Background: an optimization exercise with open tools, aiming at small area and few clock cycles. Do not read the settings as production practice.
Where RTL was checked, it was by simulation tests only, not by an equivalence proof against the original.
Only the layout flow was run in runs 5 and 6; the RTL was not checked for function there.
Power is estimated from default activity; no workload was simulated.

`design/flow/flow/run.sh`:
```
#!/bin/bash
# Standard ORFS layout, but the port buffers that global placement inserts are the smallest
# buffer (buf_1) instead of the default pick; every input and output port still gets one.
set -euo pipefail
export BUFFER_PORTS_ARGS="-buffer_cell sky130_fd_sc_hd__buf_1"
bash standard.sh > standard_make.log 2>&1
```
`design/flow/standard.sh`:
```
#!/bin/bash
# synth_recipe.tcl (not shown) runs the flow's synth.tcl, then flattens the netlist and writes it again
# the make line also repeats each setting of config.mk as NAME=value (left out here)
make -C /OpenROAD-flow-scripts/flow DESIGN_CONFIG=/design/flow/config.mk WORK_HOME=/design/flow/orfs CLKGATE_MAP_FILE= SYNTH_SCRIPT=/design/flow/synth_recipe.tcl "${@:-finish}"
```
`design/flow/config.mk`:
```
export PLATFORM = sky130hd
export DESIGN_NAME = md5_msg_sched
export DESIGN_NICKNAME = md5_msg_sched
export VERILOG_FILES = /design/flow/design.v
export SDC_FILE = /design/flow/constraint.sdc
export NUM_CORES = 4
export LEC_CHECK = 0
export CAP_MARGIN = 20
export CORE_MARGIN = 2
export CORE_UTILIZATION = 40
export SLEW_MARGIN = 20
```
`design/flow/constraint.sdc`:
```
create_clock -name core_clock -period 6.0 [get_ports {clk}]
set_input_delay 1.2000 -clock core_clock [delete_from_list [all_inputs] [get_ports {clk}]]
set_output_delay 1.2000 -clock core_clock [all_outputs]
set_load 0.01 [all_outputs]
```
`design/flow/design.v`:
```
module md5_msg_sched #(
    parameter logic [31:0] IV_A = 32'h67452301,
    parameter logic [31:0] IV_B = 32'hEFCDAB89,
    parameter logic [31:0] IV_C = 32'h98BADCFE,
    parameter logic [31:0] IV_D = 32'h10325476
) (
    input  logic            clk,
    input  logic            reset,
    input  logic            in_valid,
    input  logic [7:0]      in_data,
    input  logic            in_last,
    output logic            in_ready,
    output logic            core_start,
    output logic [511:0]    core_block,
    output logic [31:0]     core_a,
    output logic [31:0]     core_b,
    output logic [31:0]     core_c,
    output logic [31:0]     core_d,
    input  logic            core_done,
    input  logic [31:0]     core_ra,
    input  logic [31:0]     core_rb,
    input  logic [31:0]     core_rc,
    input  logic [31:0]     core_rd,
    output logic [127:0]    digest,
    output logic            digest_valid,
    output logic [7:0]      hex_data,
    output logic            hex_wren
);
    typedef enum logic [1:0] {
        ST_INIT  = 2'd0,    
        ST_FILL  = 2'd1,    
        ST_PAD80 = 2'd2,    
        ST_READY = 2'd3     
    } state_t;
    typedef enum logic [1:0] {
        K_NORMAL = 2'd0,    
        K_FIN    = 2'd1,    
        K_PREPAD = 2'd2,    
        K_PAD    = 2'd3     
    } kind_t;
    state_t        state;
    kind_t         kind;
    logic          p63;         
    logic          busy;        
    logic          busy_fin;    
    logic [60:0]   msg_len;     
    logic [511:0]  block;
    logic [31:0]   cha, chb, chc, chd;
    logic          hex_act;
    logic [5:0]    hex_cnt;
    logic          ch_held;     
    logic          accept, issue, clr_all, pad_wr, len_blk;
    logic [5:0]    slot;
    logic          at63;
    assign slot     = msg_len[5:0];
    assign ch_held  = hex_act & (hex_cnt != 6'd32);
    assign issue    = (state == ST_READY) & ~busy & ~ch_held;
    assign in_ready = (state == ST_FILL) | (issue & (kind != K_PREPAD));
    assign accept   = in_valid & in_ready;
    assign at63     = ~issue & (slot == 6'd63);
    assign clr_all  = issue | (state == ST_INIT);
    assign pad_wr   = (state == ST_PAD80);
    assign len_blk  = (kind == K_FIN) | (kind == K_PAD);
    always_ff @(posedge clk or posedge reset) begin
        if (reset) begin
            state    <= ST_INIT;
            kind     <= K_NORMAL;
            p63      <= 1'b0;
            busy     <= 1'b0;
            busy_fin <= 1'b0;
            hex_act  <= 1'b0;
        end else begin
            case (state)
                ST_INIT:  state <= ST_FILL;
                ST_PAD80: state <= ST_READY;
                ST_READY: if (issue) begin
                    if (kind == K_PREPAD) kind  <= K_PAD;
                    else                  state <= ST_FILL;
                end
                default: ;
            endcase
            if (accept) begin
                if (in_last) begin
                    p63   <= at63;
                    kind  <= (issue | (slot <= 6'd54)) ? K_FIN : K_PREPAD;
                    state <= at63 ? ST_READY : ST_PAD80;
                end else if (at63) begin
                    kind  <= K_NORMAL;
                    state <= ST_READY;
                end
            end
            if (issue) begin
                busy     <= 1'b1;
                busy_fin <= len_blk;
            end else if (core_done) begin
                busy     <= 1'b0;
            end
            if (core_done & busy & busy_fin) hex_act <= 1'b1;
            else if (hex_act & (hex_cnt == 6'd32)) hex_act <= 1'b0;
        end
    end
    always_ff @(posedge clk) begin
        if (core_done & busy & busy_fin) hex_cnt <= 6'd0;
        else                             hex_cnt <= hex_cnt + 6'd1;
    end
    always_ff @(posedge clk) begin
        if ((state == ST_INIT) | (issue & len_blk)) msg_len <= {60'd0, accept};
        else if (accept)                             msg_len <= msg_len + 61'd1;
    end
    logic [7:0] bus, bus0;
    assign bus  = clr_all ? 8'h00 : (pad_wr ? 8'h80 : in_data);
    assign bus0 = clr_all ? (accept ? in_data : ((kind == K_PREPAD) & p63 ? 8'h80 : 8'h00))
                          : (pad_wr ? 8'h80 : in_data);
    genvar gi;
    generate
        for (gi = 0; gi < 64; gi++) begin : g_slot
            logic en;
            assign en = clr_all | ((slot == gi) & (accept | pad_wr));
            always_ff @(posedge clk) begin
                if (en) block[8*gi +: 8] <= (gi == 0) ? bus0 : bus;
            end
        end
    endgenerate
    assign core_block = {block[511:451] | (len_blk ? msg_len : 61'd0), block[450:0]};
    always_ff @(posedge clk) begin
        if ((state == ST_INIT) | (hex_act & (hex_cnt == 6'd31))) begin
            cha <= IV_A;
            chb <= IV_B;
            chc <= IV_C;
            chd <= IV_D;
        end else if (core_done & busy) begin
            cha <= cha + core_ra;
            chb <= chb + core_rb;
            chc <= chc + core_rc;
            chd <= chd + core_rd;
        end
    end
    assign core_start   = issue;
    assign core_a       = cha;
    assign core_b       = chb;
    assign core_c       = chc;
    assign core_d       = chd;
    assign digest       = {chd, chc, chb, cha};
    assign digest_valid = hex_act & (hex_cnt == 6'd0);
    logic [3:0] hex_nib;
    assign hex_nib  = digest[{hex_cnt[4:1], ~hex_cnt[0], 2'b00} +: 4];
    assign hex_wren = hex_act;
    assign hex_data = hex_cnt[5] ? 8'h0D
                    : ((hex_nib < 4'd10) ? {4'h3, hex_nib} : {4'h6, hex_nib - 4'd9});
endmodule
```
==> results.py, run 1 <==
metrics = {
    "clock_tree": {
        "cts.sinks": 715,
        "post-cts-setup-buffer-count": 0,
        "cts_resized": 0,
        "holdBufCountCts": 0,
        "cts_buffers": 77,
        "root_buffer": "clkbuf_16",
        "htree_levels": 3,
        "path_clk_slew_ns": 0.06,
        "cts_buffer_depth": 3,
        "clk-insertion-delay-late_ns": 0.64,
        "cts_tree": "yes",
    },
    "grt": {
        "grt_pass1_vias": 23000,
        "grt_max_degree": 82,
        "overflow": 0,
        "antenna_found_initial": 9,
        "grt_util_all_layers_pct": 24.7,
        "grt_pass1_wl_um": 165000,
    },
    "floorplan": {
        "core_area_mm2": 0.0885,
        "io_pins": 921,
        "start_util_pct": 40.4,
        "num_rows": 109,
        "die-area_mm2": 0.0919,
        "die-width_um": 303,
        "die_h_um": 303,
    },
    "route": {
        "first_pass_iters": 7,
        "vias": 25000,
        "routed_wl_um": 119000,
        "wire_per_inst_um": 25.1,
        "drc": 0,
        "first_iter_violations": 2046,
        "vias_per_cell": 5.29,
        "drtAntennaViolNets": 0,
    },
    "critical_path": {
        "worst_setup_path_start_kind": "flip-flop",
        "cp_max_fo": 28,
        "cp.required_ns": 4.80,
        "slowest_delay_ns": 0.90,
        "crit_path_top_delay_cell": "dfxtp_2",
        "r2r_cells": 10,
        "crit_arrival_ns": 4.18,
        "crit_type": "flip-flop to primary output",
        "critPathTopFamily": "multiplexers",
        "worst-path-buf-inv": 2,
        "path_depth": 7,
        "reg2reg_setup_slack_ns": 1.60,
        "worstSetupEndpointType": "primary output",
        "crit_chain": "buf_4 -> mux4_2 -> mux4_2 -> mux2i_1 -> a21oi_1 -> a211oi_1 -> buf_1",
        "cp_common_cell": "mux4_2",
        "r2r-end": "block[184]$_DFFE_PP_",
        "r2r-start": "hex_cnt[1]$_SDFF_PP0_",
    },
    "yosys": {
        "yosysWarnings": 1,
        "ys_types": 77,
        "synth_edf_count": 513,
        "syn-num-nets": 3392,
        "avgSynthCellArea_um2": 11.5,
        "ys_seq_area_share_pct": 54.4,
        "ys_ff_latch": 715,
        "syn_inst": 3116,
        "async_flop_share_pct": 1.12,
        "synth_top_flop_cell": "edfxtp_1",
        "synth_area_mm2": 0.0358,
    },
    "timing": {
        "setup_viol": 0,
        "hold_slack_ns": 0.497,
        "slew_headroom_pct": 28.4,
        "tns_ns": 0,
        "finalHoldViolCount": 0,
        "finalCritPeriodShare_pct": 89.7,
        "slew_violations": 0,
        "worst_pin_slew_ns": 1.07,
        "finalCriticalPeriod_ns": 5.38,
        "grt_setup_unrepaired": "false",
        "skew_ns": 0.0278,
        "fmax_mhz": 186,
    },
    "cells_and_area": {
        "areaGrowthSynthToFinish_pct": 9.10,
        "drive_gt1_share_pct": 7.41,
        "final_net_count": 3779,
        "fin_util_pct": 44.1,
    },
    "worst_hold_path": {
        "hold_path_depth": 2,
        "hold_class": "flip-flop to flip-flop",
        "min_from": "p63$_DFFE_PP0P_",
        "holdPathEnd": "p63$_DFFE_PP0P_",
    },
    "place": {
        "place.detailed.hpwl_um": 88500,
        "port_buffers": 919,
        "place.gp.congestion": 0.948,
    },
    "job": {
        "max_cap_viol_count": 0,
    },
    "pwr": {
        "power.leakage_nw": 14.4,
        "power_density_mw_per_mm2": 621,
        "max-vdd-ir-drop_mv": 0.290,
        "power.total_mw": 24.2,
    },
    "run_status": {
        "status": "no timing/DRC/antenna violations",
    },
}
-- layout make-up --
class,instances,area [um^2]
fill,8411,49500
inverter,57,214
multi-input combinational,1667,11400
clock buffer,105,2120
clock inverter,35,395
timing repair buffer,985,3940
sequential,715,19500
tap,1165,1460
antenna,6,15.0
-- sequential cells by signal, indices dropped and copies added (netlist names) --
| register | count |
|---|---|
| block | 512 |
| busy | 1 |
| busy_fin | 1 |
| cha | 32 |
| chb | 32 |
| chc | 32 |
| chd | 32 |
| hex_act | 1 |
| hex_cnt | 6 |
| kind | 2 |
| msg_len | 61 |
| p63 | 1 |
| state | 2 |
-- where the power goes --
| part | switching [mW] | internal, mW |
|---|---|---|
| clock | 2.06 | 2.66 |
| sequential | 1.57 | 7.79 |
| combinational | 6.74 | 3.41 |
-- cell usage after synthesis (7+ instances only) --
master / number / area share, %
a211oi_1: 25 / 0.52
a21o_1: 130 / 2.7
a21oi_1: 181 / 2.5
a31oi_1: 21 / 0.37
and3_1: 38 / 0.66
buf_1: 17 / 0.18
buf_4: 582 / 12
clkbuf_1: 72 / 0.76
dfrtp_1: 8 / 0.56
dfxtp_1: 194 / 11
edfxtp_1: 513 / 43
ha_1: 131 / 4.6
inv_1: 57 / 0.60
mux2i_1: 9 / 0.25
mux4_2: 40 / 2.5
nand2_1: 241 / 2.5
nand2b_1: 16 / 0.28
nand3_1: 75 / 1.0
nand3b_1: 7 / 0.15
nand4_1: 27 / 0.47
nor2_1: 143 / 1.5
nor2b_1: 21 / 0.37
nor3_1: 23 / 0.32
nor4_1: 8 / 0.14
o211ai_1: 32 / 0.67
o21a_1: 14 / 0.29
o21ai_0: 180 / 2.5
o21bai_1: 14 / 0.29
o311ai_0: 7 / 0.17
o31ai_1: 9 / 0.19
or3_1: 24 / 0.42
xnor2_1: 63 / 1.5
xor2_1: 77 / 1.9
-- per-stage QoR --
step / area, um^2 / worst slack (ns) / std cells
after detailed placement: 36500 / 1.21 / 4588
after CTS: 39000 / 0.550 / 4728
after floorplan: 35800 / 1.76 / 3116
after global placement: 36500 / 1.31 / 4588
final: 39100 / 0.620 / 4735
after global routing: 39100 / 0.352 / 4735
-- cell usage in the layout, fill, tap and decap left out, types with 63 or more instances in the layout --
cell type  instances
buf_1            919
edfxtp_1         513
nand2_1          240
dfxtp_1          192
a21oi_1          181
o21ai_0          166
nor2_1           140
ha_1             131
a21o_1           130
clkbuf_16         79
xor2_1            77
nand3_1           75
buf_4             65
xnor2_1           63
-- per-layer routing --
layer	global-route usage, %	up-vias	routed length, um
li1	-	11500	-
met1	31.0	12200	47200
met2	42.3	1166	58900
met3	4.56	172	8870
met4	9.18	4	4070
met5	0	-	25
-- tightest hold or removal path, stage by stage, from the launching register on --
cell	delay [ns]
dfrtp_1	0.35
nand2_1	0.05
o21ai_0	0.06
-- worst max-delay path by stage --
stage	startpoint	end	slack [ns]
after floorplan	hex_cnt[1]$_SDFF_PP0_	hex_data[1]	1.76
after global placement	hex_cnt[1]$_SDFF_PP0_	hex_data[1]	1.31
after detailed placement	hex_cnt[1]$_SDFF_PP0_	hex_data[1]	1.21
after CTS	hex_cnt[1]$_SDFF_PP0_	hex_data[1]	0.55
after global routing	hex_cnt[1]$_SDFF_PP0_	hex_data[1]	0.35
final	hex_cnt[1]$_SDFF_PP0_	hex_data[1]	0.62
-- kinds of logic (layout without fill, tap and decap cells) --
group	count (synthesis)	in the layout	synth area share (%)
buf+inv	734	1182	13.9
flops	715	715	54.4
compound gates	674	674	11.7
simple gates	668	668	8.95
xor+xnor	140	140	3.43
fa+ha+maj	135	135	4.80
mux	49	49	2.77
other cells	1	7	0.0105
Testbench counts, summed over its fixed seeds: cycles 18,337.
==> inputs of run 2 (changes only) <==
--- a/design/flow/config.mk
+++ b/design/flow/config.mk
@@ -10,2 +10,3 @@
 export CORE_UTILIZATION = 40
+export CTS_BUF_LIST = sky130_fd_sc_hd__clkbuf_4
 export SLEW_MARGIN = 20
==> run 2 against run 1 <==
  * Still clean
  * Non-clock buffer count stayed put
  * Final cell count is 4.1% higher
  * Setup slack worse by 0.12 ns
  * Critical path depth stayed put
  * Synthesized area stayed put
  * Via count is 3.0% higher
  * Sequential power hardly changed
  * Total power is 1.9% lower
  * Wire length is 1.1% higher
  * Maximum frequency is 2.2% lower
  * Design area is 0.28% lower
  * Count of clock-buffer cells in the layout is 159 higher
  * Critical endpoint unchanged
==> results.py, run 2 <==
metrics = {
    "cells_and_area": {
        "final_net_count": 3890,
        "largest_register_ffs": 512,
        "areaGrowthSynthToFinish_pct": 8.79,
        "reg_top3": "block (512), msg_len (61)",
        "final_common_cell": "buf_1",
        "final_cell_mix": "buf_1 (919), edfxtp_1 (513), clkbuf_4 (264)",
        "top_register": "block",
        "drive_gt1_share_pct": 11.5,
        "stdcell_area_mm2": 0.0389,
    },
    "grt": {
        "grt_util_all_layers_pct": 25.0,
        "overflow": 0,
        "antenna_found_initial": 10,
        "grt_pass1_wl_um": 166000,
        "grt_max_degree": 82,
        "grt_pass1_vias": 23900,
    },
    "pwr": {
        "p_int_mw": 13.4,
        "p_clk_share_pct": 17.9,
        "combPwrFrac_pct": 42.7,
        "power.leakage_nw": 14.6,
        "p_seq_share_pct": 39.3,
        "p_sw_mw": 10.4,
        "swShare_pct": 43.6,
        "max-vdd-ir-drop_mv": 0.290,
        "power_density_mw_per_mm2": 611,
    },
    "critical_path": {
        "crit_arrival_ns": 4.30,
        "crit_chain": "buf_4 -> mux4_2 -> mux4_2 -> mux2i_1 -> a21oi_1 -> a211oi_1 -> buf_1",
        "cp_max_fo": 28,
        "worstSetupEndpointType": "primary output",
        "worst_setup_path_start_kind": "flip-flop",
        "r2r_cells": 10,
        "cp.required_ns": 4.80,
        "slowest_delay_ns": 0.66,
        "worst-path-buf-inv": 2,
        "path_depth": 7,
        "crit_path_top_delay_cell": "dfxtp_4",
        "critPathTopFamily": "multiplexers",
        "crit_type": "flip-flop to primary output",
        "cp_common_cell": "mux4_2",
    },
    "floorplan": {
        "core_area_mm2": 0.0885,
        "start_util_pct": 40.4,
        "die_h_um": 303,
        "num_rows": 109,
        "die-area_mm2": 0.0919,
        "io_pins": 921,
        "die-width_um": 303,
    },
    "clock_tree": {
        "clk-insertion-delay-late_ns": 1.08,
        "cts_buffer_depth": 3,
        "root_buffer": "clkbuf_4",
        "cts_buffers": 188,
        "cts_tree": "yes",
        "post-cts-setup-buffer-count": 0,
        "cts.sinks": 715,
        "htree_levels": 4,
        "path_clk_slew_ns": 0.06,
    },
    "route": {
        "vias": 25800,
        "wire_per_inst_um": 24.4,
        "drc": 0,
        "vias_per_cell": 5.23,
        "routed_wl_um": 120000,
        "first_pass_iters": 5,
        "drtAntennaViolNets": 0,
        "first_iter_violations": 1962,
    },
    "timing": {
        "finalCriticalPeriod_ns": 5.50,
        "setup_viol": 0,
        "finalCritPeriodShare_pct": 91.7,
        "tns_ns": 0,
        "fin_ws_ns": 0.499,
        "slew_headroom_pct": 27.3,
        "grt_setup_unrepaired": "false",
        "skew_ns": 0.0665,
        "worst_pin_slew_ns": 1.08,
        "finalHoldViolCount": 0,
        "fmax_mhz": 182,
        "slew_violations": 0,
    },
    "place": {
        "placed_area_mm2": 0.0365,
        "place.gp.congestion": 0.948,
        "port_buffers": 919,
        "dp_slack_ns": 1.21,
        "place.detailed.hpwl_um": 88500,
    },
    "yosys": {
        "syn-num-nets": 3392,
        "synth_area_leaders": "edfxtp_1 (43%), buf_4 (12%), dfxtp_1 (11%)",
        "synth_top_area_share_pct": 43.0,
        "synth_area_mm2": 0.0358,
        "async_flop_share_pct": 1.12,
        "ys_types": 77,
        "syn_inst": 3116,
        "synth_edf_count": 513,
        "synthMostInstantiatedCell": "buf_4",
        "yosysWarnings": 1,
        "ys_seq_area_share_pct": 54.4,
        "avgSynthCellArea_um2": 11.5,
        "synth_top_flop_cell": "edfxtp_1",
        "synthTopCellsByCount": "buf_4 (582), edfxtp_1 (513), nand2_1 (241)",
        "ys_ff_latch": 715,
        "synth_largest_area_cell": "edfxtp_1",
    },
    "job": {
        "max_cap_viol_count": 0,
    },
    "run_status": {
        "status": "no timing/DRC/antenna violations",
    },
    "worst_hold_path": {
        "hold_class": "primary input to flip-flop",
        "hold_path_depth": 2,
    },
}
-- run 2: cell count changes in the layout (fill, tap and decap cells not counted), moves of 5 or more --
cell	change
diode_2	+6
clkbuf_4	+264
clkinv_2	-7
clkbuf_1	-21
clkinv_1	+40
clkinvlp_4	-5
clkbuf_16	-79
clkbuf_8	-5
-- run 2: cell families (layout without fill, tap and decap cells) --
group / after synthesis / count (layout) / share of synthesized area, %
fa+ha+maj: 135 / 135 / 4.80
simple gates: 668 / 668 / 8.95
mux: 49 / 49 / 2.77
buf+inv: 734 / 1371 / 13.9
compound gates: 674 / 674 / 11.7
flops: 715 / 715 / 54.4
other cells: 1 / 13 / 0.0105
xor+xnor: 140 / 140 / 3.43
-- run 2: power by group through the flow --
stage	clock [mW]	sequential [mW]	combinational, mW
floorplan	0	8.76	7.92
global placement	0	9.44	10.1
detailed placement	0	9.46	10.1
CTS	4.40	9.37	10.2
global route	4.64	9.51	11.0
finish	4.27	9.36	10.2
-- run 2: area by class of cell --
class,count,area [um^2]
antenna,12,30.0
clock buffer,264,1980
clock inverter,65,405
fill,8525,49600
inverter,57,214
multi-input combinational,1667,11400
sequential,715,19500
tap,1165,1460
timing repair buffer,985,3950
-- run 2: path summary, 6_finish.rpt --
path,from,to,slack (ns)
max,hex_cnt[1]$_SDFF_PP0_,hex_data[1],0.50
min,in_last,state[0]$_DFF_PP0_,0.40
max reg2reg,hex_cnt[1]$_SDFF_PP0_,block[263]$_DFFE_PP_,1.66
min reg2reg,p63$_DFFE_PP0P_,p63$_DFFE_PP0P_,0.49
max in group asynchronous,reset,kind[0]$_DFF_PP0_,4.99
min in group asynchronous,reset,busy$_DFFE_PP0P_,0.74
-- run 2: through the flow --
stage | utilization (%) | power, mW | std cells | hold WS [ns]
after floorplan | - | 16.7 | 3116 | 0.450
after global placement | 41.2 | 19.5 | 4588 | 0.469
after detailed placement | 41.3 | 19.6 | 4588 | 0.478
after CTS | 44.0 | 24.0 | 4918 | 0.202
after global routing | 44.0 | 25.2 | 4929 | 0.268
final | 44.0 | 23.8 | 4930 | 0.401
-- run 2: repair_timing --
item,4_1_cts,5_1_grt
endpoints found under the hold margin,8,0
hold buffers,1,0
resized for setup,1,0
setup endpoints to repair,1,0
-- run 2: layer usage --
metal	track usage [%]	vias up	part of all wire, %
met5	0	-	0.021
met4	9.69	4	3.3
met3	6.03	194	8.1
met2	42.7	1258	50
met1	30.3	12500	39
li1	-	11900	-
==> inputs of run 3 (changes only) <==
==> design/flow/run.sh (new file) <==
#!/bin/bash
# synth_recipe.tcl (not shown) runs the flow's synth.tcl, then flattens the netlist and writes it again
# the make line also repeats each setting of config.mk as NAME=value (left out here)
make -C /OpenROAD-flow-scripts/flow DESIGN_CONFIG=/design/flow/config.mk WORK_HOME=/design/flow/orfs CLKGATE_MAP_FILE= SYNTH_SCRIPT=/design/flow/synth_recipe.tcl finish
--- a/design/flow/config.mk
+++ b/design/flow/config.mk
@@ -10,3 +10,2 @@
 export CORE_UTILIZATION = 40
-export CTS_BUF_LIST = sky130_fd_sc_hd__clkbuf_4
 export SLEW_MARGIN = 20
removed: design/flow/flow/run.sh
removed: design/flow/standard.sh
==> run 3 against run 2 <==
  * Combinational power up 27%
  * Synthesized cell count unchanged
  * Worst hold slack improved by 0.074 ns
  * Count of clock-buffer cells in the layout decreased by 169
  * Register-to-register slack got worse by 0.07 ns
  * Largest cell class unchanged
==> results.py, run 3 <==
metrics = {
    "clock_tree": {
        "cts_resized": 0,
        "holdBufCountCts": 0,
        "post-cts-setup-buffer-count": 0,
        "path_clk_slew_ns": 0.06,
        "htree_levels": 3,
        "clk-insertion-delay-late_ns": 0.64,
        "cts_tree": "yes",
        "cts.sinks": 715,
        "cts_buffers": 78,
        "root_buffer": "clkbuf_16",
        "cts_buffer_depth": 3,
    },
    "critical_path": {
        "crit_chain": "buf_4 -> mux4_2 -> mux4_2 -> mux2i_1 -> a21oi_1 -> a211oi_1 -> clkdlybuf4s50_1",
        "cp.required_ns": 4.80,
        "cp_max_fo": 24,
        "crit_arrival_ns": 4.36,
        "cp_common_cell": "mux4_2",
        "slowest_delay_ns": 0.85,
        "worst_setup_path_start_kind": "flip-flop",
        "worstSetupEndpointType": "primary output",
        "crit_path_top_delay_cell": "dfxtp_2",
        "crit_type": "flip-flop to primary output",
    },
    "timing": {
        "finalCriticalPeriod_ns": 5.56,
        "worst_pin_slew_ns": 1.11,
        "slew_headroom_pct": 25.2,
        "setup_viol": 0,
        "skew_ns": 0.0435,
        "fmax_mhz": 180,
        "fin_ws_ns": 0.443,
        "finalHoldViolCount": 0,
        "tns_ns": 0,
        "slew_violations": 0,
        "grt_setup_unrepaired": "false",
        "finalCritPeriodShare_pct": 92.6,
    },
    "route": {
        "routed_wl_um": 126000,
        "vias_per_cell": 5.26,
        "first_pass_iters": 7,
        "wire_per_inst_um": 26.5,
        "drtAntennaViolNets": 0,
        "first_iter_violations": 1911,
        "vias": 25000,
        "drc": 0,
    },
    "yosys": {
        "async_flop_share_pct": 1.12,
        "syn_inst": 3116,
        "synthTopCellsByCount": "buf_4 (582), edfxtp_1 (513), nand2_1 (241)",
        "ys_types": 77,
        "avgSynthCellArea_um2": 11.5,
        "synth_area_leaders": "edfxtp_1 (43%), buf_4 (12%), dfxtp_1 (11%)",
        "synth_top_area_share_pct": 43.0,
        "synth_area_mm2": 0.0358,
        "ys_seq_area_share_pct": 54.4,
        "synth_top_flop_cell": "edfxtp_1",
        "ys_ff_latch": 715,
        "synth_edf_count": 513,
        "synthMostInstantiatedCell": "buf_4",
        "synth_largest_area_cell": "edfxtp_1",
        "syn-num-nets": 3392,
        "yosysWarnings": 1,
    },
    "cells_and_area": {
        "largest_register_ffs": 512,
        "drive_gt1_share_pct": 7.69,
        "areaGrowthSynthToFinish_pct": 25.5,
        "final_net_count": 3789,
        "final_common_cell": "clkdlybuf4s50_1",
        "reg_top3": "block (512), msg_len (61)",
        "final_cell_mix": "clkdlybuf4s50_1 (919), edfxtp_1 (513), nand2_1 (240)",
        "top_register": "block",
        "multi_input_area_mm2": 0.0114,
        "num-fill-cells": 7854,
        "seq_area_mm2": 0.0195,
    },
    "grt": {
        "grt_util_all_layers_pct": 26.3,
        "grt_pass1_vias": 24100,
        "grt_max_degree": 86,
        "antenna_found_initial": 10,
        "overflow": 0,
        "grt_pass1_wl_um": 174000,
    },
    "run_status": {
        "status": "no timing/DRC/antenna violations",
    },
    "place": {
        "place.detailed.hpwl_um": 94400,
        "dp_slack_ns": 0.981,
        "port_buffers": 919,
        "place.gp.congestion": 0.956,
    },
    "pwr": {
        "max-vdd-ir-drop_mv": 0.290,
        "power_density_mw_per_mm2": 605,
        "power.leakage_nw": 17.0,
    },
    "worst_hold_path": {
        "hold_class": "flip-flop to flip-flop",
    },
    "floorplan": {
        "core_area_mm2": 0.0885,
        "die-area_mm2": 0.0919,
        "die_h_um": 303,
        "io_pins": 921,
        "start_util_pct": 40.4,
        "num_rows": 109,
        "die-width_um": 303,
    },
    "job": {
        "max_cap_viol_count": 0,
    },
}
==> run 3: cell count changes in the layout (fill, tap and decap cells not counted), moves of 4 or more <==
cell             before  now
buf_1               919    0
buf_4                65   72
bufinv_16             4    9
clkbuf_1              0   15
clkbuf_16             0   78
clkbuf_4            264    1
clkdlybuf4s50_1       0  919
clkinv_1             45   10
clkinv_2              3   14
clkinvlp_4            0    5
diode_2              12    4
inv_2                 4    0
==> run 3: cell type report <==
type / count / area share (%)
timing repair buffer: 994 / 21.7
antenna: 4 / 0.0223
inverter: 57 / 0.476
tap: 1165 / 3.24
clock buffer: 95 / 4.52
sequential: 715 / 43.4
clock inverter: 46 / 1.27
multi-input combinational: 1667 / 25.4
==> run 3: cell families (layout without fill, tap and decap cells) <==
family	after synthesis	in the layout	share of synthesized area, %
other	1	5	0.0105
adders and majority gates	135	135	4.80
AOI/OAI and AO/OA	674	674	11.7
buffers and inverters	734	1192	13.9
DFF	715	715	54.4
xor gates and xnor gates	140	140	3.43
muxes	49	49	2.77
and+or+nand+nor	668	668	8.95
==> run 3: worst max-delay path: cells and delay by family (launching register included) <==
kind | cells | cell delay [ns]
buf+inv | 2 | 0.91
mux | 3 | 1.40
compound gates | 2 | 0.58
flops | 1 | 0.85
==> run 3: metal layers <==
metal | up-vias | GRT usage, % | routed length, um
li1 | 11500 | - | -
met1 | 12200 | 31.4 | 48300
met2 | 1066 | 45.9 | 62900
met3 | 210 | 6.13 | 9410
met4 | 10 | 10.2 | 4970
met5 | - | 0 | 75
==> run 3: report_power, final <==
group / internal (mW) / switching, mW
registers: 7.78 / 1.55
logic: 6.05 / 6.92
clock network: 2.83 / 2.06
==> run 3: stage by stage <==
stage | total power, mW | instance area, um^2 | utilization (%) | instances | hold slack [ns]
after CTS | 27.4 | 44900 | 50.7 | 4738 | 0.469
after detailed placement | 22.4 | 42300 | 47.8 | 4597 | 0.489
after floorplan | 16.7 | 35800 | - | 3116 | 0.450
after global routing | 28.6 | 44900 | 50.8 | 4742 | 0.514
after global placement | 22.4 | 42300 | 47.8 | 4595 | 0.474
final | 27.2 | 44900 | 50.8 | 4743 | 0.474
==> run 3: worst paths after layout <==
kind                                       start                   end  slack (ns)  cells past startpoint
min in group asynchronous                  reset   hex_act$_DFFE_PP0P_        0.82                      2
hold reg to reg             busy_fin$_DFFE_PP0P_   hex_act$_DFFE_PP0P_        0.47                      2
hold / removal              busy_fin$_DFFE_PP0P_   hex_act$_DFFE_PP0P_        0.47                      2
setup reg to reg           hex_cnt[0]$_SDFF_PP0_  block[120]$_DFFE_PP_        1.59                      9
setup / recovery           hex_cnt[1]$_SDFF_PP0_           hex_data[1]        0.44                      7
max in group asynchronous                  reset     kind[1]$_DFF_PP0_        4.90                      2
==> inputs of run 4 (changes only) <==
==> design/flow/flow/run.sh (new file) <==
#!/bin/bash
# Standard ORFS layout, with two changes to how it is made:
#  - the port buffers that global placement inserts are the smallest buffer (buf_1) instead of
#    the default pick; every input and output port still gets one;
#  - clock tree: clkbuf_8 buffers, larger sink clusters, no dummy loads.
set -euo pipefail
export BUFFER_PORTS_ARGS="-buffer_cell sky130_fd_sc_hd__buf_1"
export CTS_ARGS="-sink_clustering_enable -repair_clock_nets -buf_list sky130_fd_sc_hd__clkbuf_8 -sink_clustering_size 12 -sink_clustering_max_diameter 45 -dont_use_dummy_load"
bash standard.sh > standard_make.log 2>&1
==> design/flow/standard.sh (new file) <==
#!/bin/bash
# synth_recipe.tcl (not shown) runs the flow's synth.tcl, then flattens the netlist and writes it again
# the make line also repeats each setting of config.mk as NAME=value (left out here)
make -C /OpenROAD-flow-scripts/flow DESIGN_CONFIG=/design/flow/config.mk WORK_HOME=/design/flow/orfs CLKGATE_MAP_FILE= SYNTH_SCRIPT=/design/flow/synth_recipe.tcl "${@:-finish}"
removed: design/flow/run.sh
==> run 4 against run 3 <==
  * Still clean
  * Die area stayed put
  * Via count is 0.36% lower
  * Total power is 17% lower
  * Sequential power hardly changed
  * Worst hold slack better by 0.017 ns
  * Setup slack better by 0.11 ns
  * Design area is 16% lower
  * Synthesized cell count stayed put
  * First-iteration DRC count is 1.4% higher
  * Maximum frequency is 2.0% higher
  * Synthesized area stayed put
  * Critical path depth stayed put
  * Critical endpoint unchanged
  * Largest cell class unchanged
  * Largest power group unchanged
  * Highest routed layer unchanged
==> results.py, run 4 <==
metrics = {
    "run_status": {
        "status": "no timing/DRC/antenna violations",
    },
    "floorplan": {
        "die_h_um": 303,
        "die-area_mm2": 0.0919,
        "die-width_um": 303,
        "io_pins": 921,
        "core_area_mm2": 0.0885,
        "start_util_pct": 40.4,
        "num_rows": 109,
    },
    "place": {
        "place.gp.congestion": 0.948,
        "port_buffers": 919,
        "place.detailed.hpwl_um": 88500,
        "dp_slack_ns": 1.21,
        "placed_area_mm2": 0.0365,
    },
    "yosys": {
        "yosys.area_share.simple_pct": 8.95,
        "synthTopCellsByCount": "buf_4 (582), edfxtp_1 (513), nand2_1 (241)",
        "syn-num-nets": 3392,
        "synth_largest_area_cell": "edfxtp_1",
        "ys_seq_area_share_pct": 54.4,
        "synthMuxAreaShare_pct": 2.77,
        "synth_compound_area_share_pct": 11.7,
        "synth_area_leaders": "edfxtp_1 (43%), buf_4 (12%), dfxtp_1 (11%)",
        "synth_area_mm2": 0.0358,
        "synth_top_area_share_pct": 43.0,
        "yosysWarnings": 1,
        "syn_inst": 3116,
        "ys_ff_latch": 715,
        "synth_xor_xnor_area_share_pct": 3.43,
        "synth_top_family_by_area": "buffers and inverters",
        "async_flop_share_pct": 1.12,
        "avgSynthCellArea_um2": 11.5,
        "synthAdderAreaFrac_pct": 4.80,
        "synth_top_flop_cell": "edfxtp_1",
        "synthMostInstantiatedCell": "buf_4",
        "synth_edf_count": 513,
        "ys_types": 77,
    },
    "clock_tree": {
        "cts_tree": "yes",
        "htree_levels": 3,
        "cts_resized": 0,
        "cts.sinks": 715,
        "path_clk_slew_ns": 0.06,
        "holdBufCountCts": 0,
        "post-cts-setup-buffer-count": 0,
        "cts_buffer_depth": 3,
        "clk-insertion-delay-late_ns": 0.75,
        "cts_buffers": 97,
        "root_buffer": "clkbuf_8",
    },
    "critical_path": {
        "crit_chain": "buf_4 -> mux4_2 -> mux4_2 -> mux2i_1 -> a21oi_1 -> a211oi_1 -> buf_1",
        "crit_arrival_ns": 4.25,
        "cp_max_fo": 28,
        "worst_setup_path_start_kind": "flip-flop",
        "cp.required_ns": 4.80,
        "crit_type": "flip-flop to primary output",
        "slowest_delay_ns": 0.91,
        "crit_path_top_delay_cell": "dfxtp_2",
        "cp_common_cell": "mux4_2",
        "worstSetupEndpointType": "primary output",
    },
    "pwr": {
        "swShare_pct": 44.2,
        "power_density_mw_per_mm2": 597,
        "combPwrFrac_pct": 44.9,
        "power.leakage_nw": 13.9,
        "max-vdd-ir-drop_mv": 0.290,
        "p_sw_mw": 9.98,
        "p_int_mw": 12.6,
        "p_seq_share_pct": 41.4,
        "p_clk_share_pct": 13.7,
    },
    "timing": {
        "fmax_mhz": 184,
        "worst_pin_slew_ns": 1.07,
        "finalCriticalPeriod_ns": 5.45,
        "grt_setup_unrepaired": "false",
        "fin_ws_ns": 0.554,
        "setup_viol": 0,
        "finalCritPeriodShare_pct": 90.8,
        "slew_headroom_pct": 27.6,
        "tns_ns": 0,
        "finalHoldViolCount": 0,
        "skew_ns": 0.0765,
        "slew_violations": 0,
    },
    "cells_and_area": {
        "drive_gt1_share_pct": 6.99,
        "reg_top3": "block (512), msg_len (61)",
        "areaGrowthSynthToFinish_pct": 5.80,
        "final_common_cell": "buf_1",
        "fin_util_pct": 42.8,
        "stdcell_area_mm2": 0.0379,
        "largest_register_ffs": 512,
        "final_cell_mix": "buf_1 (919), edfxtp_1 (513), nand2_1 (240)",
        "final_net_count": 3798,
        "num-fill-cells": 8531,
        "top_register": "block",
    },
    "job": {
        "max_cap_viol_count": 0,
    },
    "grt": {
        "grt_pass1_wl_um": 164000,
        "grt_max_degree": 82,
        "overflow": 0,
        "grt_util_all_layers_pct": 24.6,
        "antenna_found_initial": 12,
        "grt_pass1_vias": 23000,
    },
    "route": {
        "vias_per_cell": 5.30,
        "routed_wl_um": 119000,
        "vias": 24900,
        "wire_per_inst_um": 25.3,
        "drtAntennaViolNets": 0,
        "drc": 0,
        "first_pass_iters": 5,
        "first_iter_violations": 1938,
    },
    "worst_hold_path": {
        "hold_class": "primary input to async pin",
    },
}
run 4: cell counts after synthesis:
Identical to the previous run, type by type.
run 4: cell type report:
class	instances	area [um^2]	share of cell area (%)
well taps	1165	1460	3.85
repair buffers	984	3940	10.4
flip-flops and latches	715	19500	51.5
diodes	10	25.0	0.0661
clock buffers	97	1340	3.53
multi-input cells	1667	11400	30.1
inverters	57	214	0.565
run 4: power by group through the flow:
stage | logic (mW) | registers, mW | clock network, mW
after floorplan | 7.92 | 8.76 | 0
after global placement | 10.1 | 9.44 | 0
after detailed placement | 10.1 | 9.46 | 0
after CTS | 10.2 | 9.36 | 3.17
after global routing | 11.0 | 9.51 | 3.35
final | 10.1 | 9.36 | 3.09
run 4: metal layers:
metal | GRT usage, % | up-vias | wire length, um
met3 | 5.03 | 172 | 8900
met1 | 30.4 | 12100 | 47100
met4 | 10.1 | 4 | 4160
li1 | - | 11400 | -
met2 | 41.9 | 1112 | 58600
met5 | 0 | - | 29
run 4: cell families (layout without fill, tap and decap cells):
kind of cell / count (synthesis) / in the layout
muxes: 49 / 49
DFF: 715 / 715
other: 1 / 11
buffers and inverters: 734 / 1138
adders and majority gates: 135 / 135
xor gates and xnor gates: 140 / 140
AOI/OAI and AO/OA: 674 / 674
and+or+nand+nor: 668 / 668
run 4: worst max-delay path, delay by kind of cell (launching register included):
family,cells,cell delay [ns]
AO/OA/AOI/OAI,2,0.66
flip-flops,1,0.91
buffers and inverters,2,0.53
multiplexers,3,1.45
run 4: worst paths after layout:
kind	from	endpoint	slack (ns)	depth (start not counted)
max reg2reg	hex_cnt[1]$_SDFF_PP0_	block[121]$_DFFE_PP_	1.58	9
max	hex_cnt[1]$_SDFF_PP0_	hex_data[1]	0.55	7
min in group core_clock	p63$_DFFE_PP0P_	p63$_DFFE_PP0P_	0.49	2
max in group asynchronous	reset	kind[0]$_DFF_PP0_	5.25	2
min	reset	busy_fin$_DFFE_PP0P_	0.49	2
min reg2reg	p63$_DFFE_PP0P_	p63$_DFFE_PP0P_	0.49	2
run 4: metrics by stage:
stage          instances  power [mW]  hold slack (ns)
3_5_place_dp        4588        19.6            0.478
2_1_floorplan       3116        16.7            0.450
4_1_cts             4685        22.7            0.421
5_1_grt             4694        23.9            0.456
6_report            4695        22.6            0.492
3_3_place_gp        4588        19.5            0.469
==> inputs of run 5 (changes only) <==
--- a/design/flow/design.v
+++ b/design/flow/design.v
@@ -124,2 +124,16 @@
     assign core_block = {block[511:451] | (len_blk ? msg_len : 61'd0), block[450:0]};
+    logic [127:0] ch_all, r_all, sum_all;
+    assign ch_all = {chd, chc, chb, cha};
+    assign r_all  = {core_rd, core_rc, core_rb, core_ra};
+    genvar gw, gk;
+    generate
+        for (gw = 0; gw < 4; gw++) begin : g_word
+            logic [32/4:0] cy;
+            assign cy[0] = 1'b0;
+            for (gk = 0; gk < 32/4; gk++) begin : g_blk
+                assign {cy[gk+1], sum_all[32*gw + 4*gk +: 4]} =
+                    {1'b0, ch_all[32*gw + 4*gk +: 4]} + {1'b0, r_all[32*gw + 4*gk +: 4]} + {4'd0, cy[gk]};
+            end
+        end
+    endgenerate
     always_ff @(posedge clk) begin
@@ -131,6 +145,6 @@
         end else if (core_done & busy) begin
-            cha <= cha + core_ra;
-            chb <= chb + core_rb;
-            chc <= chc + core_rc;
-            chd <= chd + core_rd;
+            cha <= sum_all[31:0];
+            chb <= sum_all[63:32];
+            chc <= sum_all[95:64];
+            chd <= sum_all[127:96];
         end
==> design/flow/flow/run.sh (replaced) <==
#!/bin/bash
# Standard ORFS layout, but the port buffers that global placement inserts are the smallest
# buffer (buf_1) instead of the default pick; every input and output port still gets one.
set -euo pipefail
export BUFFER_PORTS_ARGS="-buffer_cell sky130_fd_sc_hd__buf_1"
bash standard.sh > standard_make.log 2>&1
==> run 5 against run 4 <==
  * Sequential share of layout area decreased by 0.58 points
  * Synthesized area decreased by 6.2%
  * Setup slack got worse by 3.8 ns
  * Largest power group unchanged
  * Sequential power decreased by 7.1%
  * First-iteration DRC count decreased by 29%
  * Critical path depth increased by 28
  * The layout now fails its checks (negative setup slack)
  * Via count decreased by 13%
==> results.py, run 5 <==
metrics = {
    "run_status": {
        "status": "failed layout checks",
        "violations": "negative setup slack",
    },
    "critical_path": {
        "crit_path_top_delay_cell": "fa_2",
        "crit_type": "primary input to flip-flop",
        "cp_max_fo": 2,
        "cp_common_cell": "a21o_1",
        "worst_setup_path_start_kind": "primary input",
        "crit_arrival_ns": 9.82,
        "worstSetupEndpointType": "flip-flop",
        "cp.required_ns": 6.55,
        "worstSetupStartpoint": "core_rd[0]",
        "slowest_delay_ns": 0.37,
        "r2r-start": "chd[0]$_SDFFE_PP0P_",
    },
    "place": {
        "place.detailed.hpwl_um": 79500,
        "port_buffers": 919,
        "placed_area_mm2": 0.0353,
        "place.gp.congestion": 0.875,
        "dp_slack_ns": -3.84,
        "dp_cells": 4174,
    },
    "route": {
        "drc": 0,
        "first_pass_iters": 6,
        "drtAntennaViolNets": 0,
        "wire_per_inst_um": 24.7,
        "vias_per_cell": 4.98,
        "first_iter_violations": 1380,
        "routed_wl_um": 107000,
        "vias": 21600,
    },
    "grt": {
        "grt_pass1_wl_um": 148000,
        "grt_max_degree": 78,
        "antenna_found_initial": 6,
        "grt_util_all_layers_pct": 23.8,
        "overflow": 0,
        "grt_pass1_vias": 20500,
    },
    "cells_and_area": {
        "final_net_count": 3506,
        "areaGrowthSynthToFinish_pct": 14.1,
        "drive_gt1_share_pct": 14.9,
        "fin_cells": 4344,
        "fin_util_pct": 45.9,
        "final_cell_mix": "buf_1 (915), edfxtp_1 (513), nand2_1 (244)",
        "final_common_cell": "buf_1",
        "reg_top3": "block (512), msg_len (61)",
        "num-fill-cells": 7699,
        "largest_register_ffs": 512,
        "stdcell_area_mm2": 0.0383,
        "top_register": "block",
    },
    "yosys": {
        "synth_top_flop_cell": "edfxtp_1",
        "synth_edf_count": 513,
        "async_flop_share_pct": 1.12,
        "ys_ff_latch": 715,
        "synth_largest_area_cell": "edfxtp_1",
        "yosysWarnings": 1,
        "ys_seq_area_share_pct": 58.0,
        "syn_inst": 2674,
        "avgSynthCellArea_um2": 12.6,
        "synth_top_area_share_pct": 45.9,
        "syn-num-nets": 2978,
        "ys_types": 52,
        "synth_area_leaders": "edfxtp_1 (46%), buf_4 (13%), dfxtp_1 (12%)",
        "synthMostInstantiatedCell": "buf_4",
        "synth_area_mm2": 0.0336,
        "synthTopCellsByCount": "buf_4 (582), edfxtp_1 (513), nand2_1 (248)",
    },
    "job": {
        "max_cap_viol_count": 0,
    },
    "clock_tree": {
        "root_buffer": "clkbuf_16",
        "holdBufCountCts": 0,
        "path_clk_slew_ns": 0.06,
        "cts_buffers": 78,
        "cts_tree": "yes",
        "cts_buffer_depth": 3,
        "clk-insertion-delay-late_ns": 0.63,
        "cts.sinks": 715,
        "htree_levels": 3,
    },
    "timing": {
        "setup_viol": 51,
        "finalCriticalPeriod_ns": 9.28,
        "finalHoldViolCount": 0,
        "fmax_mhz": 108,
        "slew_violations": 0,
        "fin_ws_ns": -3.28,
        "worst_pin_slew_ns": 1.15,
        "grt_setup_unrepaired": "true",
        "hold_slack_ns": 0.501,
        "tns_ns": -86.17,
        "finalCritPeriodShare_pct": 155,
        "skew_ns": 0.0287,
        "slew_headroom_pct": 22.8,
    },
    "floorplan": {
        "core_area_mm2": 0.0834,
        "die-area_mm2": 0.0863,
        "start_util_pct": 40.3,
        "die-width_um": 294,
        "die_h_um": 294,
        "io_pins": 921,
        "num_rows": 106,
    },
    "pwr": {
        "power.total_mw": 23.3,
        "power_density_mw_per_mm2": 609,
        "max-vdd-ir-drop_mv": 0.294,
        "power.leakage_nw": 14.5,
    },
    "worst_hold_path": {
        "hold_class": "flip-flop to flip-flop",
        "min_from": "busy_fin$_DFFE_PP0P_",
    },
}
-- run 5: cell count changes after synthesis, moves of 14 or more --
cell / previous run / this run
and3_1: 38 / 16
inv_1: 57 / 36
o21ai_0: 180 / 84
o21a_1: 14 / 0
xor2_1: 77 / 48
nor2_1: 143 / 94
and2_1: 6 / 22
o21bai_1: 14 / 0
a21oi_1: 181 / 96
ha_1: 131 / 103
fa_1: 4 / 60
a31oi_1: 21 / 6
-- run 5: timing repair --
action,in CTS,in global routing
setup buffers,14,17
setup endpoints to repair,49,54
pin swaps,38,26
gates resized for setup,28,22
-- run 5: cell families after synthesis --
group | after synthesis | share of synthesized area (%)
AO/OA/AOI/OAI | 391 | 7.42
XOR/XNOR | 113 | 2.95
AND/OR/NAND/NOR | 543 | 7.39
flip-flops | 715 | 58.0
multiplexers | 39 | 2.25
buffers and inverters | 709 | 14.5
other | 1 | 0.0112
adder cells (fa/ha/maj) | 163 | 7.41
-- run 5: layout make-up --
cell class / count / area, um^2 / area share (%)
antenna: 6 / 15.0 / 0.0392
clock buffer: 98 / 2060 / 5.37
clock inverter: 38 / 499 / 1.30
sequential: 715 / 19500 / 50.9
tap: 1080 / 1350 / 3.53
inverter: 37 / 139 / 0.363
multi-input combinational: 1250 / 9710 / 25.4
timing repair buffer: 1120 / 5040 / 13.2
-- run 5: worst max-delay path: cells and delay by family --
| kind | cells | cell delay, ns |
|---|---|---|
| fa+ha+maj | 15 | 5.08 |
| compound gates | 17 | 3.05 |
| buf+inv | 1 | 0.09 |
| simple gates | 1 | 0.30 |
| xor+xnor | 1 | 0.08 |
-- run 5: layer usage --
metal	routed length, um	global-route usage (%)
met2	54900	42.1
met1	41500	29.0
met5	9	0
met3	8060	5.60
met4	2670	6.62
-- run 5: final timing paths --
path	endpoint	slack [ns]	cells after the start
min in group asynchronous	busy$_DFFE_PP0P_	0.52	2
max in group asynchronous	kind[0]$_DFF_PP0_	5.17	2
setup reg to reg	chd[31]$_SDFFE_PP0P_	-2.95	34
hold reg to reg	busy_fin$_DFFE_PP0P_	0.50	2
setup / recovery	chd[31]$_SDFFE_PP0P_	-3.28	35
hold / removal	busy_fin$_DFFE_PP0P_	0.50	2
-- run 5: report_power, final --
part	total, mW	switching, mW	leakage [nW]	internal [mW]
registers	8.70	1.19	6.48	7.51
logic	9.79	6.16	6.73	3.63
clock network	4.83	2.02	1.24	2.81
total	23.3	9.37	14.5	13.9
==> inputs of run 6 (changes only) <==
--- a/design/flow/design.v
+++ b/design/flow/design.v
@@ -130,7 +130,7 @@
         for (gw = 0; gw < 4; gw++) begin : g_word
-            logic [32/4:0] cy;
+            logic [32/8:0] cy;
             assign cy[0] = 1'b0;
-            for (gk = 0; gk < 32/4; gk++) begin : g_blk
-                assign {cy[gk+1], sum_all[32*gw + 4*gk +: 4]} =
-                    {1'b0, ch_all[32*gw + 4*gk +: 4]} + {1'b0, r_all[32*gw + 4*gk +: 4]} + {4'd0, cy[gk]};
+            for (gk = 0; gk < 32/8; gk++) begin : g_blk
+                assign {cy[gk+1], sum_all[32*gw + 8*gk +: 8]} =
+                    {1'b0, ch_all[32*gw + 8*gk +: 8]} + {1'b0, r_all[32*gw + 8*gk +: 8]} + {8'd0, cy[gk]};
             end
==> run 6 against run 5 <==
  * Sequential cell count is the same
  * Clock skew grew 0.030 ns
  * Register-to-register slack improved by 2.3 ns
  * Still fails the layout checks on negative setup slack
  * Highest routed layer is now met4
  * Largest cell class unchanged
  * Sequential power is 1% higher
  * Non-clock buffer count is 51 higher
==> results.py, run 6 <==
metrics = {
    "place": {
        "place.detailed.hpwl_um": 77900,
        "port_buffers": 919,
        "place.gp.congestion": 0.908,
    },
    "grt": {
        "overflow": 0,
        "grt_util_all_layers_pct": 23.7,
        "grt_pass1_wl_um": 152000,
        "grt_pass1_vias": 21700,
        "grt_max_degree": 175,
        "antenna_found_initial": 3,
    },
    "pwr": {
        "power_density_mw_per_mm2": 611,
        "power.leakage_nw": 14.8,
        "max-vdd-ir-drop_mv": 0.348,
    },
    "critical_path": {
        "cp.required_ns": 6.45,
        "crit_path_top_delay_cell": "fa_2",
        "critPathTopFamily": "compound AO/OA/AOI/OAI gates",
        "slowest_delay_ns": 0.38,
        "worstSetupEndpointType": "flip-flop",
        "worst_setup_path_start_kind": "primary input",
        "reg2reg_setup_slack_ns": -0.70,
        "crit_arrival_ns": 7.51,
        "worst-path-buf-inv": 2,
        "cp_max_fo": 2,
        "crit_type": "primary input to flip-flop",
    },
    "yosys": {
        "syn_inst": 2820,
        "synth_area_leaders": "edfxtp_1 (45%), buf_4 (13%), dfxtp_1 (11%)",
        "ys_ff_latch": 715,
        "synth_top_area_share_pct": 45.1,
        "avgSynthCellArea_um2": 12.1,
        "syn-num-nets": 3108,
        "synthTopCellsByCount": "buf_4 (580), edfxtp_1 (513), dfxtp_1 (194)",
        "synth_largest_area_cell": "edfxtp_1",
        "async_flop_share_pct": 1.12,
        "synth_edf_count": 513,
        "ys_types": 65,
        "synth_area_mm2": 0.0341,
        "ys_seq_area_share_pct": 57.1,
        "yosysWarnings": 1,
        "synthMostInstantiatedCell": "buf_4",
        "synth_top_flop_cell": "edfxtp_1",
    },
    "clock_tree": {
        "clk-insertion-delay-late_ns": 0.64,
        "cts.sinks": 715,
        "cts_tree": "yes",
        "holdBufCountCts": 0,
        "path_clk_slew_ns": 0.06,
        "root_buffer": "clkbuf_16",
        "cts_buffers": 77,
        "htree_levels": 3,
        "cts_buffer_depth": 3,
    },
    "timing": {
        "hold_slack_ns": 0.475,
        "tns_ns": -16.31,
        "fin_ws_ns": -1.06,
        "finalHoldViolCount": 0,
        "skew_ns": 0.0587,
        "setup_viol": 29,
        "worst_pin_slew_ns": 1.13,
        "slew_violations": 0,
        "fmax_mhz": 142,
        "finalCritPeriodShare_pct": 118,
        "grt_setup_unrepaired": "true",
        "slew_headroom_pct": 23.8,
        "finalCriticalPeriod_ns": 7.06,
    },
    "floorplan": {
        "die-width_um": 296,
        "io_pins": 921,
        "die-area_mm2": 0.0877,
        "num_rows": 107,
        "die_h_um": 296,
        "start_util_pct": 40.2,
        "core_area_mm2": 0.0849,
    },
    "cells_and_area": {
        "multi_input_area_mm2": 0.0102,
        "num-fill-cells": 7777,
        "reg_top3": "block (512), msg_len (61)",
        "drive_gt1_share_pct": 15.2,
        "areaGrowthSynthToFinish_pct": 15.6,
        "largest_register_ffs": 512,
        "final_net_count": 3689,
        "top_register": "block",
        "final_cell_mix": "buf_1 (913), edfxtp_1 (513), buf_4 (239)",
        "seq_area_mm2": 0.0195,
        "final_common_cell": "buf_1",
    },
    "job": {
        "max_cap_viol_count": 0,
    },
    "route": {
        "vias": 23000,
        "wire_per_inst_um": 23.5,
        "vias_per_cell": 4.98,
        "drc": 0,
        "drtAntennaViolNets": 0,
        "first_iter_violations": 1458,
        "first_pass_iters": 5,
        "routed_wl_um": 108000,
    },
    "run_status": {
        "violations": "negative setup slack",
        "status": "failed layout checks",
    },
    "worst_hold_path": {
        "hold_class": "flip-flop to flip-flop",
    },
}
==> run 6: changes by cell type after synthesis, sizes merged, moves of 25 or more <==
cell | before | now
nor2 | 94 | 130
nand2 | 248 | 188
fa | 60 | 28
nor3 | 15 | 46
o21bai | 0 | 26
a21oi | 96 | 122
xor2 | 48 | 73
o21ai | 86 | 125
a21o | 141 | 93
==> run 6: worst paths after layout <==
kind                                       from              endpoint  cells past startpoint
max                                  core_ra[0]  cha[30]$_SDFFE_PP1P_                     37
min                        busy_fin$_DFFE_PP0P_  busy_fin$_DFFE_PP0P_                      2
min reg2reg                busy_fin$_DFFE_PP0P_  busy_fin$_DFFE_PP0P_                      2
min in group asynchronous                 reset       p63$_DFFE_PP0P_                      2
max reg2reg                 cha[0]$_SDFFE_PP1P_  cha[30]$_SDFFE_PP1P_                     36
max in group asynchronous                 reset     kind[0]$_DFF_PP0_                      2
==> run 6: routing by layer <==
metal | vias to the layer above | wire length [um] | part of all wire [%] | GRT usage [%]
met3 | 162 | 7980 | 7.4 | 5.13
met1 | 11200 | 40400 | 37 | 27.4
met2 | 977 | 56500 | 52 | 43.0
met5 | - | 0 | 0 | 0
li1 | 10600 | - | - | -
met4 | 0 | 3490 | 3.2 | 8.19
==> run 6: cell families (layout without fill, tap and decap cells) <==
group                      count (synthesis)  after routing  synth area share [%]
muxes                                     54             54                  2.39
adders and majority gates                147            147                  6.00
buffers and inverters                    724           1367                  14.4
other                                      1              5                0.0110
and+or+nand+nor                          580            580                  8.13
xor gates and xnor gates                 143            143                  3.67
DFF                                      715            715                  57.1
AOI/OAI and AO/OA                        456            456                  8.34
==> run 6: worst register-to-register path: cells and delay by family (launching register included) <==
kind	cells	cell delay, ns
flip-flops	1	0.33
XOR/XNOR	1	0.16
adder cells (fa/ha/maj)	8	2.68
AND/OR/NAND/NOR	6	0.47
buffers and inverters	1	0.15
AO/OA/AOI/OAI	20	2.79
==> run 6: where the power goes <==
group          switching [mW]  leakage [nW]  internal, mW
clock network            2.05          1.27          2.86
registers                1.27          6.45          7.51
logic                    6.44          7.03          3.98
total                    9.76          14.8          14.4
==> run 6: cell type report <==
type,instances,share of cell area [%]
Multi-Input combinational cell,1381,25.9
Clock inverter,54,1.60
Tap cell,1144,3.63
Sequential cell,715,49.4
Clock buffer,87,5.06
Antenna cell,4,0.0254
Timing Repair Buffer,1171,13.8
Inverter,55,0.523
==> run 6: timing repair <==
action | 4_1_cts | 5_1_grt
gates resized for setup | 43 | 34
setup buffers | 114 | 16
pin swaps | 45 | 30
gates cloned | 0 | 0
setup endpoints to repair | 28 | 35
==> run 6: metrics by stage <==
step	utilization [%]	power (mW)	instance area (um^2)	setup slack, ns	instances
2_1_floorplan	-	15.5	34400	-1.14	2820
3_3_place_gp	42.3	18.6	35900	-1.53	4373
3_5_place_dp	42.3	18.6	35900	-1.58	4373
4_1_cts	46.5	24.2	39500	-0.885	4626
5_1_grt	46.5	25.4	39400	-1.41	4610
6_report	46.5	24.1	39500	-1.06	4611
==> inputs of run 7 (changes only) <==
--- a/design/flow/design.v
+++ b/design/flow/design.v
@@ -124,16 +124,18 @@
     assign core_block = {block[511:451] | (len_blk ? msg_len : 61'd0), block[450:0]};
-    logic [127:0] ch_all, r_all, sum_all;
-    assign ch_all = {chd, chc, chb, cha};
-    assign r_all  = {core_rd, core_rc, core_rb, core_ra};
-    genvar gw, gk;
-    generate
-        for (gw = 0; gw < 4; gw++) begin : g_word
-            logic [32/8:0] cy;
-            assign cy[0] = 1'b0;
-            for (gk = 0; gk < 32/8; gk++) begin : g_blk
-                assign {cy[gk+1], sum_all[32*gw + 8*gk +: 8]} =
-                    {1'b0, ch_all[32*gw + 8*gk +: 8]} + {1'b0, r_all[32*gw + 8*gk +: 8]} + {8'd0, cy[gk]};
-            end
+    function automatic [31:0] add32(input [31:0] x, input [31:0] y);
+        reg [31:0] p, pp, gg;
+        integer i, j;
+        begin
+            p  = x ^ y;
+            pp = p;
+            gg = x & y;
+        for (i = 0; i < 5; i = i + 1)
+            for (j = 0; j < 32; j = j + 1)
+                if ((j >> i) & 1) begin
+                    gg[j] = gg[j] | pp[j] & gg[((j >> i) << i) - 1];
+                    pp[j] = pp[j] & pp[((j >> i) << i) - 1];
+                end
+            add32 = p ^ {gg[30:0], 1'b0};
         end
-    endgenerate
+    endfunction
     always_ff @(posedge clk) begin
@@ -145,6 +147,6 @@
         end else if (core_done & busy) begin
-            cha <= sum_all[31:0];
-            chb <= sum_all[63:32];
-            chc <= sum_all[95:64];
-            chd <= sum_all[127:96];
+            cha <= add32(cha, core_ra);
+            chb <= add32(chb, core_rb);
+            chc <= add32(chc, core_rc);
+            chd <= add32(chd, core_rd);
         end
==> run 7 against run 6 <==
  * Now clean on timing, DRC and antenna
  * Critical path type is now flip-flop to primary output
  * Clock skew is 0.0091 ns lower
  * Final cell count is 3.5% lower
  * Die area grew 0.68%
  * Clock power fell by 4.9%
  * Sequential power rose by 2%
  * Sequential cell count stayed put
  * Setup slack gained 2.1 ns
  * Sequential share of layout area increased by 2.3 points
  * Count of clock-buffer cells in the layout increased by 8
  * First-iteration DRC count up 17%
==> results.py, run 7 <==
metrics = {
    "critical_path": {
        "r2r-start": "hex_cnt[0]$_SDFF_PP0_",
        "cp_common_cell": "mux4_2",
        "crit_path_top_delay_cell": "dfxtp_4",
        "crit_type": "flip-flop to primary output",
        "slowest_delay_ns": 0.76,
        "worst_setup_path_start_kind": "flip-flop",
        "worstSetupStartpoint": "hex_cnt[1]$_SDFF_PP0_",
        "crit_arrival_ns": 3.77,
        "cp.required_ns": 4.80,
        "worstSetupEndpointType": "primary output",
        "crit_chain": "mux4_2 -> mux4_2 -> mux2i_1 -> a21oi_1 -> a211oi_1 -> buf_1",
        "cp_max_fo": 36,
        "critPathTopFamily": "multiplexers",
        "worst-path-buf-inv": 1,
    },
    "cells_and_area": {
        "top_register": "block",
        "stdcell_area_mm2": 0.0377,
        "final_net_count": 3519,
        "num-fill-cells": 7943,
        "reg_top3": "block (512), msg_len (61)",
        "drive_gt1_share_pct": 7.95,
        "fin_cells": 4448,
        "final_common_cell": "buf_1",
        "areaGrowthSynthToFinish_pct": 9.67,
        "fin_util_pct": 44.3,
        "final_cell_mix": "buf_1 (919), edfxtp_1 (513), nand2_1 (219)",
        "largest_register_ffs": 512,
    },
    "place": {
        "place.detailed.hpwl_um": 84300,
        "placed_area_mm2": 0.0352,
        "dp_cells": 4295,
        "place.gp.congestion": 0.951,
        "port_buffers": 919,
        "dp_slack_ns": 1.26,
    },
    "grt": {
        "antenna_found_initial": 13,
        "grt_util_all_layers_pct": 24.8,
        "grt_pass1_vias": 21400,
        "grt_pass1_wl_um": 159000,
        "grt_max_degree": 65,
        "overflow": 0,
    },
    "timing": {
        "finalCritPeriodShare_pct": 82.8,
        "tns_ns": 0,
        "grt_setup_unrepaired": "false",
        "finalHoldViolCount": 0,
        "setup_viol": 0,
        "skew_ns": 0.0496,
        "hold_slack_ns": 0.489,
        "fmax_mhz": 201,
        "fin_ws_ns": 1.03,
        "worst_pin_slew_ns": 1.08,
        "slew_violations": 0,
        "finalCriticalPeriod_ns": 4.97,
        "slew_headroom_pct": 27.0,
    },
    "yosys": {
        "synthTopCellsByCount": "buf_4 (580), edfxtp_1 (513), nand2_1 (220)",
        "ys_ff_latch": 715,
        "syn_inst": 2833,
        "yosysWarnings": 1,
        "async_flop_share_pct": 1.12,
        "ys_types": 79,
        "synthMostInstantiatedCell": "buf_4",
        "synth_top_flop_cell": "edfxtp_1",
        "synth_edf_count": 513,
        "ys_seq_area_share_pct": 56.7,
        "synth_largest_area_cell": "edfxtp_1",
        "synth_area_leaders": "edfxtp_1 (45%), buf_4 (13%), dfxtp_1 (11%)",
        "synth_top_area_share_pct": 44.8,
        "synth_area_mm2": 0.0344,
        "avgSynthCellArea_um2": 12.1,
        "syn-num-nets": 3121,
    },
    "pwr": {
        "power.leakage_nw": 13.8,
        "power_density_mw_per_mm2": 590,
        "max-vdd-ir-drop_mv": 0.285,
        "power.total_mw": 22.2,
    },
    "clock_tree": {
        "cts.sinks": 715,
        "holdBufCountCts": 0,
        "post-cts-setup-buffer-count": 0,
        "cts_tree": "yes",
        "cts_buffer_depth": 3,
        "htree_levels": 3,
        "clk-insertion-delay-late_ns": 0.64,
        "cts_buffers": 77,
        "root_buffer": "clkbuf_16",
        "path_clk_slew_ns": 0.06,
        "cts_resized": 0,
    },
    "floorplan": {
        "die_h_um": 297,
        "die-width_um": 297,
        "num_rows": 107,
        "core_area_mm2": 0.0851,
        "io_pins": 921,
        "die-area_mm2": 0.0883,
        "start_util_pct": 40.4,
    },
    "route": {
        "wire_per_inst_um": 25.5,
        "drtAntennaViolNets": 0,
        "first_iter_violations": 1712,
        "first_pass_iters": 5,
        "vias": 22700,
        "routed_wl_um": 113000,
        "drc": 0,
        "vias_per_cell": 5.11,
    },
    "worst_hold_path": {
        "hold_class": "primary input to async pin",
    },
    "job": {
        "max_cap_viol_count": 0,
    },
    "run_status": {
        "status": "no timing/DRC/antenna violations",
    },
}
-- run 7: logic make-up after synthesis --
logic type                 synth area share (%)
AOI/OAI and AO/OA                          9.16
muxes                                      2.78
other                                    0.0109
xor gates and xnor gates                   3.39
adders and majority gates                  5.79
and+or+nand+nor                            7.87
buffers and inverters                      14.3
DFF                                        56.7
-- run 7: final cells by class --
cell class                 instances  area, um^2  share of cell area, %
multi-input combinational       1391       10000                   26.6
antenna                           10        25.0                 0.0664
timing repair buffer             987        3980                   10.6
tap                             1144        1430                   3.80
clock buffer                      95        2010                   5.34
sequential                       715       19500                   51.7
clock inverter                    47         498                   1.32
inverter                          59         221                  0.587
-- run 7: where the power goes --
part           internal, mW  switching (mW)
Combinational          3.11            5.53
Clock                  2.61            2.06
Sequential             7.27            1.67
-- run 7: metal layers --
| metal | GRT usage (%) | routed length, um |
|---|---|---|
| met1 | 28.4 | 41800 |
| met2 | 43.6 | 57100 |
| met3 | 4.78 | 7500 |
| met4 | 13.8 | 6980 |
| met5 | 0 | 26 |
-- run 7: path summary, 6_finish.rpt --
kind                                        end  slack (ns)  cells past startpoint
setup / recovery                    hex_data[1]        1.03                      6
hold / removal             busy_fin$_DFFE_PP0P_        0.49                      2
setup reg to reg           block[364]$_DFFE_PP_        1.42                     10
hold reg to reg            busy_fin$_DFFE_PP0P_        0.50                      2
max in group asynchronous   hex_act$_DFFE_PP0P_        5.22                      2
min in group core_clock    busy_fin$_DFFE_PP0P_        0.50                      2
Testbench counts of run 7, summed over its fixed seeds: cycles 18,337.

## port drivers added, routing unchanged
In the flow no input, the clock included, has a driving cell. The finished layouts below were timed again as built, in two steps.
Step 1 sets driving cells, clkbuf_16 on the clock port and buf_2 on the other inputs (assumed; they add their load-dependent delay and slew).
Step 2 moves the port delays by t, midway between the first and last clock arrival at a register: inputs arrive t later, outputs are due t later. That takes back most of the time a late clock gives input paths.
a / b / c = ideal / step 1 / step 2; a / b = the first two.
run | shift t [ns] | slack for setup (ns) | clock arrival spread, ns | slew at the worst register clock pin (ns) | worst slew at a driven data input, ns
run 1 | 0.693 | 0.620 / 0.549 / 1.242 | 0.028 / 0.027 | 0.07 / 0.07 | 0.14
run 2 | 1.118 | 0.499 / 0.429 / 1.547 | 0.067 / 0.067 | 0.08 / 0.08 | 0.16
run 3 | 0.688 | 0.443 / 0.371 / 1.059 | 0.044 / 0.044 | 0.07 / 0.07 | 0.16
run 4 | 0.771 | 0.554 / 0.482 / 1.253 | 0.108 / 0.108 | 0.08 / 0.08 | 0.15
run 5 | 0.673 | -3.276 / -3.244 / -3.917 | 0.031 / 0.031 | 0.06 / 0.06 | 0.10
run 6 | 0.681 | -1.060 / -1.020 / -1.701 | 0.059 / 0.059 | 0.07 / 0.07 | 0.14
run 7 | 0.681 | 1.030 / 0.965 / 1.330 | 0.055 / 0.055 | 0.07 / 0.07 | 0.12
